Source: an optimization exercise on an open RTL-to-GDS flow (aim: small area and a short achievable clock period). Production flows keep margins and buffers that such runs may drop. No run shown here included a check of the RTL's function; only the layout flow was run.

==> flow/config.mk <==
export PLATFORM = sky130hd
export DESIGN_NAME = life_row_engine
export DESIGN_NICKNAME = life_row_engine
export VERILOG_FILES = /design/flow/design.v
export SDC_FILE = /design/flow/constraint.sdc
export NUM_CORES = 4
export LEC_CHECK = 0
export CAP_MARGIN = 20
export CORE_MARGIN = 2
export CORE_UTILIZATION = 40
export SLEW_MARGIN = 20
==> flow/constraint.sdc <==
create_clock -name core_clock -period 11.5 [get_ports {clk}]
set_input_delay 2.3000 -clock core_clock [delete_from_list [all_inputs] [get_ports {clk}]]
set_output_delay 2.3000 -clock core_clock [all_outputs]
set_load 0.01 [all_outputs]
==> flow/design.v <==
package life_pkg;
    localparam logic [8:0] CONWAY_BIRTH   = 9'b000001000;
    localparam logic [8:0] CONWAY_SURVIVE = 9'b000001100;
endpackage
module life_rule_cell (
    input  logic [1:0] s_l,
    input  logic [1:0] s_c,
    input  logic [1:0] s_r,
    input  logic       self,
    input  logic [8:0] birth_mask,
    input  logic [8:0] survive_mask,
    output logic       next
);
    logic t0, k1, x, y, t1, z;
    logic [9:0] bm, sm;
    assign t0 = s_l[0] ^ s_c[0] ^ s_r[0];
    assign k1 = (s_l[0] & s_c[0]) | (s_l[0] & s_r[0]) | (s_c[0] & s_r[0]);
    assign x  = s_l[1] ^ s_c[1] ^ s_r[1];
    assign y  = (s_l[1] & s_c[1]) | (s_l[1] & s_r[1]) | (s_c[1] & s_r[1]);
    assign t1 = x ^ k1;
    assign z  = x & k1;
    assign bm = {birth_mask[8], birth_mask};
    assign sm = {survive_mask, survive_mask[0]};
    logic [3:0] t;
    always_comb begin
        t    = {y & z, y ^ z, t1, t0};
        next = self ? sm[t] : bm[t];
    end
endmodule
module life_popcount32 (
    input  logic [31:0] x,
    output logic [5:0] y
);
    logic s0, c0, s1, c1, s2, c2, s3, c3;
    logic s4, c4, s5, c5, s6, c6, s7, c7;
    logic s8, c8, s9, c9, s10, c10, s11, c11;
    logic s12, c12, s13, c13, s14, c14, s15, c15;
    logic s16, c16, s17, c17, s18, c18, s19, c19;
    logic s20, c20, s21, c21, s22, c22, s23, c23;
    logic s24, c24, s25, c25, s26, c26, s27, c27;
    logic s28, c28, s29, c29, s30, c30;
    assign s0  = x[0] ^ x[10] ^ x[11];
    assign c0 = (x[0] & x[10]) | (x[0] & x[11]) | (x[10] & x[11]);
    assign s1  = x[12] ^ x[13] ^ x[14];
    assign c1 = (x[12] & x[13]) | (x[12] & x[14]) | (x[13] & x[14]);
    assign s2  = x[15] ^ x[16] ^ x[17];
    assign c2 = (x[15] & x[16]) | (x[15] & x[17]) | (x[16] & x[17]);
    assign s3  = x[18] ^ x[19] ^ x[1];
    assign c3 = (x[18] & x[19]) | (x[18] & x[1]) | (x[19] & x[1]);
    assign s4  = x[20] ^ x[21] ^ x[22];
    assign c4 = (x[20] & x[21]) | (x[20] & x[22]) | (x[21] & x[22]);
    assign s5  = x[23] ^ x[24] ^ x[25];
    assign c5 = (x[23] & x[24]) | (x[23] & x[25]) | (x[24] & x[25]);
    assign s6  = x[26] ^ x[27] ^ x[28];
    assign c6 = (x[26] & x[27]) | (x[26] & x[28]) | (x[27] & x[28]);
    assign s7  = x[29] ^ x[2] ^ x[30];
    assign c7 = (x[29] & x[2]) | (x[29] & x[30]) | (x[2] & x[30]);
    assign s8  = x[31] ^ x[3] ^ x[4];
    assign c8 = (x[31] & x[3]) | (x[31] & x[4]) | (x[3] & x[4]);
    assign s9  = x[5] ^ x[6] ^ x[7];
    assign c9 = (x[5] & x[6]) | (x[5] & x[7]) | (x[6] & x[7]);
    assign s10  = x[8] ^ x[9] ^ s0;
    assign c10 = (x[8] & x[9]) | (x[8] & s0) | (x[9] & s0);
    assign s11  = s1 ^ s2 ^ s3;
    assign c11 = (s1 & s2) | (s1 & s3) | (s2 & s3);
    assign s12  = s4 ^ s5 ^ s6;
    assign c12 = (s4 & s5) | (s4 & s6) | (s5 & s6);
    assign s13  = s7 ^ s8 ^ s9;
    assign c13 = (s7 & s8) | (s7 & s9) | (s8 & s9);
    assign s14  = s10 ^ s11 ^ s12;
    assign c14 = (s10 & s11) | (s10 & s12) | (s11 & s12);
    assign s15  = s13 ^ s14;
    assign c15 = s13 & s14;
    assign s16  = c0 ^ c1 ^ c2;
    assign c16 = (c0 & c1) | (c0 & c2) | (c1 & c2);
    assign s17  = c3 ^ c4 ^ c5;
    assign c17 = (c3 & c4) | (c3 & c5) | (c4 & c5);
    assign s18  = c6 ^ c7 ^ c8;
    assign c18 = (c6 & c7) | (c6 & c8) | (c7 & c8);
    assign s19  = c9 ^ c10 ^ c11;
    assign c19 = (c9 & c10) | (c9 & c11) | (c10 & c11);
    assign s20  = c12 ^ c13 ^ s16;
    assign c20 = (c12 & c13) | (c12 & s16) | (c13 & s16);
    assign s21  = s17 ^ s18 ^ c14;
    assign c21 = (s17 & s18) | (s17 & c14) | (s18 & c14);
    assign s22  = s19 ^ s20 ^ c15;
    assign c22 = (s19 & s20) | (s19 & c15) | (s20 & c15);
    assign s23  = s21 ^ s22;
    assign c23 = s21 & s22;
    assign s24  = c16 ^ c17 ^ c18;
    assign c24 = (c16 & c17) | (c16 & c18) | (c17 & c18);
    assign s25  = c19 ^ c20 ^ s24;
    assign c25 = (c19 & c20) | (c19 & s24) | (c20 & s24);
    assign s26  = c21 ^ s25 ^ c22;
    assign c26 = (c21 & s25) | (c21 & c22) | (s25 & c22);
    assign s27  = c23 ^ s26;
    assign c27 = c23 & s26;
    assign s28  = c24 ^ c25 ^ c26;
    assign c28 = (c24 & c25) | (c24 & c26) | (c25 & c26);
    assign s29  = c27 ^ s28;
    assign c29 = c27 & s28;
    assign s30  = c28 ^ c29;
    assign c30 = c28 & c29;
    assign y[0] = s15;
    assign y[1] = s23;
    assign y[2] = s27;
    assign y[3] = s29;
    assign y[4] = s30;
    assign y[5] = c30;
endmodule
module life_row_engine #(
    parameter int WIDTH  = 64,
    parameter int HEIGHT = 32,
    parameter int WRAP   = 0
) (
    input  logic                                 clk,
    input  logic                                 rst_n,
    input  logic                                 start,
    input  logic [8:0]                           birth_mask,
    input  logic [8:0]                           survive_mask,
    input  logic                                 in_valid,
    output logic                                 in_ready,
    input  logic [WIDTH-1:0]                     in_row,
    output logic                                 out_valid,
    input  logic                                 out_ready,
    output logic [WIDTH-1:0]                     out_row,
    output logic                                 out_last,
    output logic                                 busy,
    output logic                                 gen_done,
    output logic [$clog2(WIDTH*HEIGHT+1)-1:0]    alive_count,
    output logic                                 stable
);
    localparam int CW = $clog2(WIDTH*HEIGHT+1);
    localparam int RW = $clog2(HEIGHT);
    logic             st_fill, st_run, st_drain, st_last;
    logic [8:0]       birth_q, survive_q;
    logic [WIDTH-1:0] prev_row, cur_row, below_row, new_row;
    logic [RW-1:0]    row_cnt;
    logic             pend;
    logic             rdy_base;
    logic             out_free, start_go, take_fill, load_run, load_drain, load, shift, last_row;
    assign rdy_base = st_fill | (st_run & !out_valid);
    always_comb begin
        busy       = st_fill | st_run | st_drain | st_last;
        out_free   = !out_valid || out_ready;
        in_ready   = (st_run & out_ready) | rdy_base;
        start_go   = !busy && start;
        take_fill  = st_fill && in_valid;
        load_run   = st_run && in_valid && out_free;
        load_drain = st_drain && out_free;
        load       = load_run | load_drain;
        shift      = take_fill | load;
        last_row   = (row_cnt == RW'(HEIGHT - 1));
        out_last   = st_last;    
    end
    always_ff @(posedge clk or negedge rst_n) begin
        if (!rst_n) begin
            st_fill   <= 1'b0;
            st_run    <= 1'b0;
            st_drain  <= 1'b0;
            st_last   <= 1'b0;
            row_cnt   <= '0;
            out_valid <= 1'b0;
            gen_done  <= 1'b0;
            pend      <= 1'b0;
        end else begin
            st_fill   <= start_go | (st_fill & !in_valid);
            st_run    <= take_fill | (st_run & !(load_run & last_row));
            st_drain  <= (load_run & last_row) | (st_drain & !out_free);
            st_last   <= load_drain | (st_last & !out_ready);
            gen_done  <= st_last & out_valid & out_ready;
            out_valid <= load | (out_valid & !out_ready);
            pend      <= load;
            if (take_fill | load_run) row_cnt <= row_cnt + RW'(1);
        end
    end
    always_ff @(posedge clk) begin
        if (start_go) begin
            birth_q   <= birth_mask;
            survive_q <= survive_mask;
        end
        if (shift) prev_row <= cur_row;
        if (shift | !busy) cur_row <= below_row;
        if (load)  out_row  <= new_row;
    end
    assign below_row = (st_fill | st_run) ? in_row : '0;
    logic [1:0] col [WIDTH+2];
    assign col[0]       = 2'd0;
    assign col[WIDTH+1] = 2'd0;
    for (genvar j = 0; j < WIDTH; j++) begin : g_col
        assign col[j+1][0] = prev_row[j] ^ cur_row[j] ^ below_row[j];
        assign col[j+1][1] = (prev_row[j] & cur_row[j]) | (prev_row[j] & below_row[j])
                           | (cur_row[j] & below_row[j]);
    end
    for (genvar i = 0; i < WIDTH; i++) begin : g_cell
        life_rule_cell u_cell (
            .s_l (col[i]),
            .s_c (col[i+1]),
            .s_r (col[i+2]),
            .self(cur_row[i]),
            .birth_mask  (birth_q),
            .survive_mask(survive_q),
            .next(new_row[i])
        );
    end
    localparam int HW = WIDTH / 2;
    localparam int HPW = $clog2(HW + 1);
    logic [HPW-1:0] pop_lo, pop_hi, row_pop_lo, row_pop_hi;
    logic [CW-1:0]  alive_q;
    life_popcount32 u_pop_lo (.x(out_row[HW-1:0]),     .y(pop_lo));
    life_popcount32 u_pop_hi (.x(out_row[WIDTH-1:HW]), .y(pop_hi));
    assign alive_count = alive_q + CW'(row_pop_lo) + CW'(row_pop_hi);
    always_ff @(posedge clk) begin
        row_pop_lo <= pend ? pop_lo : '0;
        row_pop_hi <= pend ? pop_hi : '0;
        if (start_go) begin
            alive_q <= '0;
            stable  <= 1'b1;
        end else begin
            alive_q <= alive_count;
            if (pend && out_row != prev_row) stable <= 1'b0;
        end
    end
endmodule
==> flow/flow/run.sh <==
#!/bin/bash
# The standard synthesis and layout, with two changes to the layout steps: the port
# buffers are buf_2 cells, and timing repair aims for SETUP_MARGIN ns of setup slack.
set -uo pipefail
cd "$(dirname "$0")/.."
bash standard.sh synth > synth.log 2>&1 || exit 1
export BUFFER_PORTS_ARGS="-buffer_cell sky130_fd_sc_hd__buf_2"
export SETUP_SLACK_MARGIN=$(cat flow/setup_margin.txt)
bash standard.sh > layout.log 2>&1
==> flow/flow/setup_margin.txt <==
6.5
==> flow/standard.sh <==
#!/bin/bash
# synth_recipe.tcl (not shown) runs the flow's synth.tcl, then flattens the netlist and writes it again
# the make line also repeats each setting of config.mk as NAME=value (left out here)
make -C /OpenROAD-flow-scripts/flow DESIGN_CONFIG=/design/flow/config.mk WORK_HOME=/design/flow/orfs CLKGATE_MAP_FILE= SYNTH_SCRIPT=/design/flow/synth_recipe.tcl "${@:-finish}"
==> results of run 1 <==
[routing by layer]
metal / vias to the layer above / share of wire, %
li1: 8092 / -
met4: 0 / 4.4
met3: 229 / 9.9
met1: 10100 / 39
met5: - / 0
met2: 1161 / 46
[worst paths after layout]
path                                     from        endpoint  slack [ns]  cells after the start
min in group asynchronous               rst_n       out_valid        1.61                      1
worst max register to register         st_run      out_row[9]        6.83                      9
worst min-delay path               row_cnt[3]      row_cnt[3]        0.47                      1
max in group asynchronous               rst_n         st_last        9.67                      1
worst max-delay path            row_pop_lo[1]  alive_count[9]        6.25                     10
worst min register to register     row_cnt[3]      row_cnt[3]        0.47                      1
[layout make-up]
class | count | area, um^2 | share of cell area, %
inverters | 434 | 1630 | 5.37
repair buffers | 209 | 1190 | 3.94
clock buffers | 49 | 1080 | 3.57
clock inverters | 12 | 63.8 | 0.210
diodes | 1 | 2.50 | 0.00824
multi-input cells | 1396 | 18100 | 59.6
flip-flops and latches | 247 | 7110 | 23.4
well taps | 931 | 1160 | 3.84
[critical path: stages, from the launching register on]
cell	delay, ns
dfxtp_2	0.34
fa_1	0.58
ha_4	0.15
inv_2	0.03
fa_2	0.33
nor2b_1	0.11
o21a_1	0.18
o21ai_2	0.09
a211oi_2	0.20
xor2_1	0.20
buf_2	0.16
[logic make-up (layout without fill, tap and decap cells)]
group | Yosys count | after routing | share of synthesized area, %
other | 0 | 1 | 0
and+or+nand+nor | 298 | 298 | 5.16
adders and majority gates | 399 | 399 | 24.6
muxes | 445 | 445 | 28.2
AOI/OAI and AO/OA | 179 | 179 | 4.15
DFF | 247 | 247 | 25.5
xor gates and xnor gates | 75 | 75 | 2.36
buffers and inverters | 632 | 704 | 10.0
[flip-flops by register name (all words and copies together), names as in the netlist, 5 cells and up]
signal	flops
alive_q	12
row_cnt	5
row_pop_hi	6
prev_row	64
survive_q	9
birth_q	9
row_pop_lo	6
cur_row	64
out_row	64
[layout by cell type, fill, tap and decap left out, types with 5 or more instances in the layout]
cell type | netlist | routed
inv_1 | 434 | 432
xor2_1 | 18 | 18
a2111oi_0 | 59 | 59
mux4_1 | 72 | 72
clkbuf_8 | 1 | 5
edfxtp_1 | 210 | 210
a21oi_1 | 17 | 14
ha_1 | 150 | 148
mux2i_1 | 146 | 146
nand2_1 | 90 | 89
nand4_1 | 15 | 15
nand3b_1 | 5 | 5
o21a_1 | 8 | 8
clkbuf_16 | 0 | 40
buf_4 | 0 | 38
xnor2_1 | 57 | 55
o21ai_0 | 89 | 87
fa_1 | 249 | 247
buf_6 | 50 | 5
clkinv_2 | 0 | 6
nor2_1 | 80 | 76
dfxtp_1 | 25 | 21
and2_1 | 21 | 21
mux2_2 | 55 | 55
mux4_2 | 172 | 172
buf_2 | 18 | 165
nor4_1 | 8 | 8
nor2b_1 | 66 | 65
dfrtp_1 | 12 | 12
[per-stage QoR]
stage | instances | util, % | cell area, um^2
floorplan | 2275 | - | 27900
global placement | 3203 | 42.1 | 28900
detailed placement | 3203 | 42.1 | 28900
CTS | 3270 | 43.9 | 30200
global route | 3278 | 44.2 | 30400
finish | 3279 | 44.2 | 30400
[timing repair]
action,4_1_cts,5_1_grt
pin swaps,11,15
hold buffers,0,0
resized for setup,14,18
endpoints found under the setup margin,8,9
buffers inserted,6,7
==> impl_results.md, run 1 <==
- Most common cell in the netlist: inv_1
- Core Region: 68700 um^2
- Maximum clock path buffer count: 3
- Library cells used by synthesis: 40
- Layout cell share with drive strength beyond 1: 22.0%
- Period utilization: around 46%
- Min Clock Period, post-route: 5.25 ns
- DRC viols: 0
- CTS tree: done
- CTS sink cnt: roughly 250
- Die area: about 72000 um^2
- Required @ worst endpoint: ~9.2 ns
- Status: no timing/DRC/antenna violations
- Via density: 5.98
- Top-Level Pins: 169
- GR peak layer: met2
- Critical path arrival: 2.95 ns
- DRT antenna net count: 0
- Area grow syn2layout: 8.99%
- Setup tns final: 0 ns
- Post-Syn Area: 27800 um^2
- Latest clock arrival within the worst-skew pair: 0.57 ns
- GRT met2 Usage: between 40% and 50%
- Area leader, netlist: edfxtp_1
- Fill count: 6386
- CTS H-tree lvls: 2
- Final slew viol count: 0
- RSZ-0062 raised after global routing: true
- Final Worst Setup Slack: 6.25 ns
- Detailed-route via count: around 20000
- Met1 Use GR: between 30 and 40%
- Top_reg_cell synth: edfxtp_1
- Root buffer cell: clkbuf_16
- Crit start category: register
- Critical Path Sink Type: output pin
- Initial core utilization: between 40% and 50%
- Total Nets Final: 2808
- WS Path Type: register to output pin
- Final Hold Fails: 0
- PortBufs: between 150 and 200
- Post-synthesis async set-or-reset flop share: 4.86%
- Worst slack at placement: 5.99 ns
- Post-synth EDFFs: 210
- Crit Path Max Fanout: 3
- Sequential fraction of the synthesis area: 25.5%
- Fmax: 191 MHz
- Syn_nets: 2761
- Drt pass-1 iters: 7
- Synth area leaders: edfxtp_1 (23%), fa_1 (18%), mux4_2 (14%)
- Max Cap Violations: 0
- Hold WS: roughly 0.47 ns
- HPWL Detailed: 59800 um
- WL/cell: 28.0 um
- Initial antenna violation count: 2
- Pin count of the biggest net entering global routing: 65
- Met3 usage: approximately 5.4%
- GPL Wtd Cong: around 0.87
- Post-synth top cells: inv_1 (434), fa_1 (249), edfxtp_1 (210), mux4_2 (172), ha_1 (150)
- Die height: 268 um
- Die W: 268 um
- Final WL: 91900 um
- Clock-pin transition on the worst setup and hold timing paths: 0.06 ns
- # rows: 96
- Vias in the first global route: 21100
- DR iter-0 viols: 1751
- GRT overflow: 0
- Post-Synthesis Cells: 2275
- Clock Skews: 0.0170 ns
- Slew HR: 22.9%
- HP Class: register to register
- Count of final setup violators: 0
- Actual slew at the worst max-slew pin: 1.16 ns
- First-pass GRT wire length: ~140000 um
- Syn_area_per_cell: 12.2 um^2
- Post-synth top area share: between 20% and 30%
- Cts bufs inserted: 34
- Post-synthesis register bit count: 247
- GR Util All Layers: between 20% and 30%
- Synth Warn #: 4
==> run 2: changes to the inputs <==
==> flow/flow/setup_margin.txt (replaced) <==
6.0
==> run 2 against run 1 <==
- design area fell by 0.64%
- worst hold slack improved by 0.029 ns
- synthesized cell count stayed put
- still clean on timing, DRC and antenna
- critical path type unchanged
- largest cell class unchanged
- fmax is 1.8% lower
- final cell count is 0.34% lower
- global-route usage grew 0.23 points
- utilization is 0.28 points lower
- count of clock-buffer cells in the layout decreased by 5
- routed wire length up 0.41%
- critical endpoint unchanged
- highest routed layer is now met5
- clock skew is 0.021 ns higher
==> impl_results.md, run 2 <==
- Sequential fraction of the synthesis area: 25.5%
- Top-Level Pins: 169
- Setup tns final: 0 ns
- Actual slew at the worst max-slew pin: about 1.2 ns
- Vias in the first global route: about 21000
- Syn_area_per_cell: 12.2 um^2
- DR iter-0 viols: 1863
- R2r endpoint: row_pop_hi[4]
- CTS sink cnt: 247
- HPWL Detailed: 58200 um
- Most common cell after layout, fill and taps aside: inv_1
- Synth Warn #: 4
- Latest clock arrival within the worst-skew pair: 0.58 ns
- Critical path arrival: around 3 ns
- Library cells used by synthesis: 40
- Fill count: 6392
- # rows: 96
- Most frequent cells in the layout: inv_1 (434), fa_1 (248), edfxtp_1 (210)
- CTS H-tree lvls: 2
- Synth area leaders: edfxtp_1 (23%), fa_1 (18%), mux4_2 (14%)
- Worst R2R Start: out_row[33]
- Met1 Use GR: approximately a third
- WL/cell: 28.2 um
- Required @ worst endpoint: 9.20 ns
- Area grow syn2layout: 8.29%
- Worst path most repeated cell: inv_1
- Period utilization: about 46%
- Die height: 268 um
- Status: no timing/DRC/antenna violations
- Ordered cell list for the critical path: inv_1 > fa_1 > inv_1 > ha_1 > inv_1 > fa_2 > nor2b_1 > o21a_1 > o21ai_1 > a211oi_2 > xor2_1 > buf_2
- Final slew viol count: 0
- Crit Path Max Fanout: 3
- Post-Synthesis Cells: 2275
- Most common cell in the netlist: inv_1
- CP max stage delay: approximately 0.4 ns
- Worst setup startpoint: row_pop_lo[0]
- Post-synthesis register bit count: ~250
- GRT overflow: 0
- Post-synth EDFFs: 210
- GRT met2 Usage: approximately 41%
- Met3 usage: 6.10%
- Max Cap Violations: 0
- Drt pass-1 iters: 7
- Detailed-route via count: 19500
- R2R cell count: 16
- Top_reg_cell synth: edfxtp_1
- Syn_nets: approximately 2800
- Die area: about 70000 um^2
- Clock Skews: 0.0376 ns
- Cell family with most CP delay: adder cells
- Maximum clock path buffer count: 3
- Root buffer cell: clkbuf_16
- RSZ-0062 raised after global routing: false
- Top flop regs: cur_row (64), out_row (64), prev_row (64)
- Final WL: 92300 um
- Worst path bufs/invs: 4
- Stages on worst setup path: 12
- PortBufs: 168
- Count of final setup violators: 0
- GR Util All Layers: 26.1%
- R2R Setup Slk: 6.87 ns
- Fmax: between 150 and 200 MHz
- Die W: 268 um
- Area leader, netlist: edfxtp_1
- GR peak layer: met2
- Post-synth top cells: inv_1 (434), fa_1 (249), edfxtp_1 (210), mux4_2 (172), ha_1 (150)
- Cts bufs inserted: 36
- Total Nets Final: around 2800
- Layout cell share with drive strength beyond 1: 20.8%
- Initial antenna violation count: 1
- Post-Syn Area: 27800 um^2
- Worst setup path end: alive_count[9]
- Via density: 5.98
- Post-synthesis async set-or-reset flop share: 4.86%
- DRT antenna net count: 0
- DRC viols: 0
- Hold_buf cts: 0
- Min Clock Period, post-route: 5.34 ns
- Post-synth top area share: 22.6%
- Clock-pin transition on the worst setup and hold timing paths: about 0.06 ns
- Slew HR: roughly 20%
- Initial core utilization: 40.5%
- CP max stage cell: fa_1
- First-pass GRT wire length: 136000 um
- CTS tree: done
- HP Class: register to register
- Crit start category: register
- Final Hold Fails: 0
- WS Path Type: register to output pin
- Pin count of the biggest net entering global routing: 65
- GPL Wtd Cong: slightly below 0.9
- Critical Path Sink Type: output pin
- Core Region: slightly below 70000 um^2
- Hold WS: 0.499 ns
## run 2: how the worst min path moves through the flow
stage / cells after the start / end / start / slack [ns]
global placement: 1 / row_cnt[3] / row_cnt[3] / 0.45
detailed placement: 1 / row_cnt[3] / row_cnt[3] / 0.49
CTS: 1 / row_cnt[3] / row_cnt[3] / 0.50
finish: 1 / row_cnt[3] / row_cnt[3] / 0.50
floorplan: 1 / row_cnt[3] / row_cnt[3] / 0.44
global route: 1 / row_cnt[3] / row_cnt[3] / 0.53
## run 2: layout make-up
class | instances | area (um^2) | share of cell area, %
sequential | 247 | 7110 | 23.6
clock inverter | 21 | 174 | 0.577
timing repair buffer | 194 | 1060 | 3.50
antenna | 1 | 2.50 | 0.00830
clock buffer | 44 | 1020 | 3.40
inverter | 434 | 1630 | 5.40
tap | 931 | 1160 | 3.86
multi-input combinational | 1396 | 18000 | 59.7
## run 2: timing repair
item / CTS / global route
buffers inserted: 0 / 1
setup endpoints to repair: 1 / 1
pin swaps: 2 / 2
cloned: 0 / 0
resized for setup: 1 / 2
## run 2: per-layer routing
layer	vias up	share of wire, %
met5	-	0.014
met4	2	4.9
met3	252	10
met2	1199	46
met1	10000	39
li1	8053	-
## run 2: worst register-to-register path: stages, from the launching register on
cell and delay (ns):
edfxtp_1 0.57, inv_1 0.14, fa_1 0.55, inv_1 0.05, fa_1 0.53, inv_1 0.05, fa_1 0.44, inv_1 0.07
ha_1 0.17, fa_1 0.17, inv_1 0.05, fa_1 0.44, fa_1 0.57, inv_1 0.06, ha_1 0.20, ha_1 0.28
and2_1 0.16
## run 2: through the flow
| step | worst slack, ns | std cells | utilization [%] | cell area [um^2] |
|---|---|---|---|---|
| finish | 6.16 | 3268 | 43.9 | 30200 |
| detailed placement | 6.11 | 3200 | 42.1 | 28900 |
| floorplan | 6.31 | 2275 | - | 27900 |
| global route | 5.99 | 3267 | 43.9 | 30200 |
| CTS | 6.04 | 3265 | 43.8 | 30100 |
| global placement | 6.14 | 3200 | 42.1 | 28900 |
## run 2: cell families (layout without fill, tap and decap cells)
group                    after synthesis  after routing  share of synthesized area, %
XOR/XNOR                              75             75                          2.36
buffers and inverters                632            693                          10.0
adder cells (fa/ha/maj)              399            399                          24.6
other                                  0              1                             0
multiplexers                         445            445                          28.2
AO/OA/AOI/OAI                        179            179                          4.15
flip-flops                           247            247                          25.5
AND/OR/NAND/NOR                      298            298                          5.16

[port drivers added, routing unchanged]
The flow's constraints put no driver on any port. The routed layouts listed below were extracted and timed again, unchanged, in two steps.
Step 1, drivers: a clkbuf_16 drives clk and a buf_2 each remaining input, both assumed.
Step 2 adds t to the input delays and takes it off the output delays; t is the mean of the earliest and latest rising clock arrival at the registers after step 1. Input paths then give back, and output paths get back, about the clock's delay inside the block.
Slacks: ideal ports / drivers / drivers and shift; pairs: ideal ports / drivers.
run | t (ns) | setup slack, ns | worst data-port slew with drivers (ns)
run 1 | 0.625 | 6.253 / 6.190 / 6.001 | 0.06
run 2 | 0.623 | 6.157 / 6.093 / 6.034 | 0.06
After both steps setup and hold are still met in every run listed. The setup slack of run 1, which loses most, moves by -0.063 ns with the drivers and by -0.252 ns with both steps.
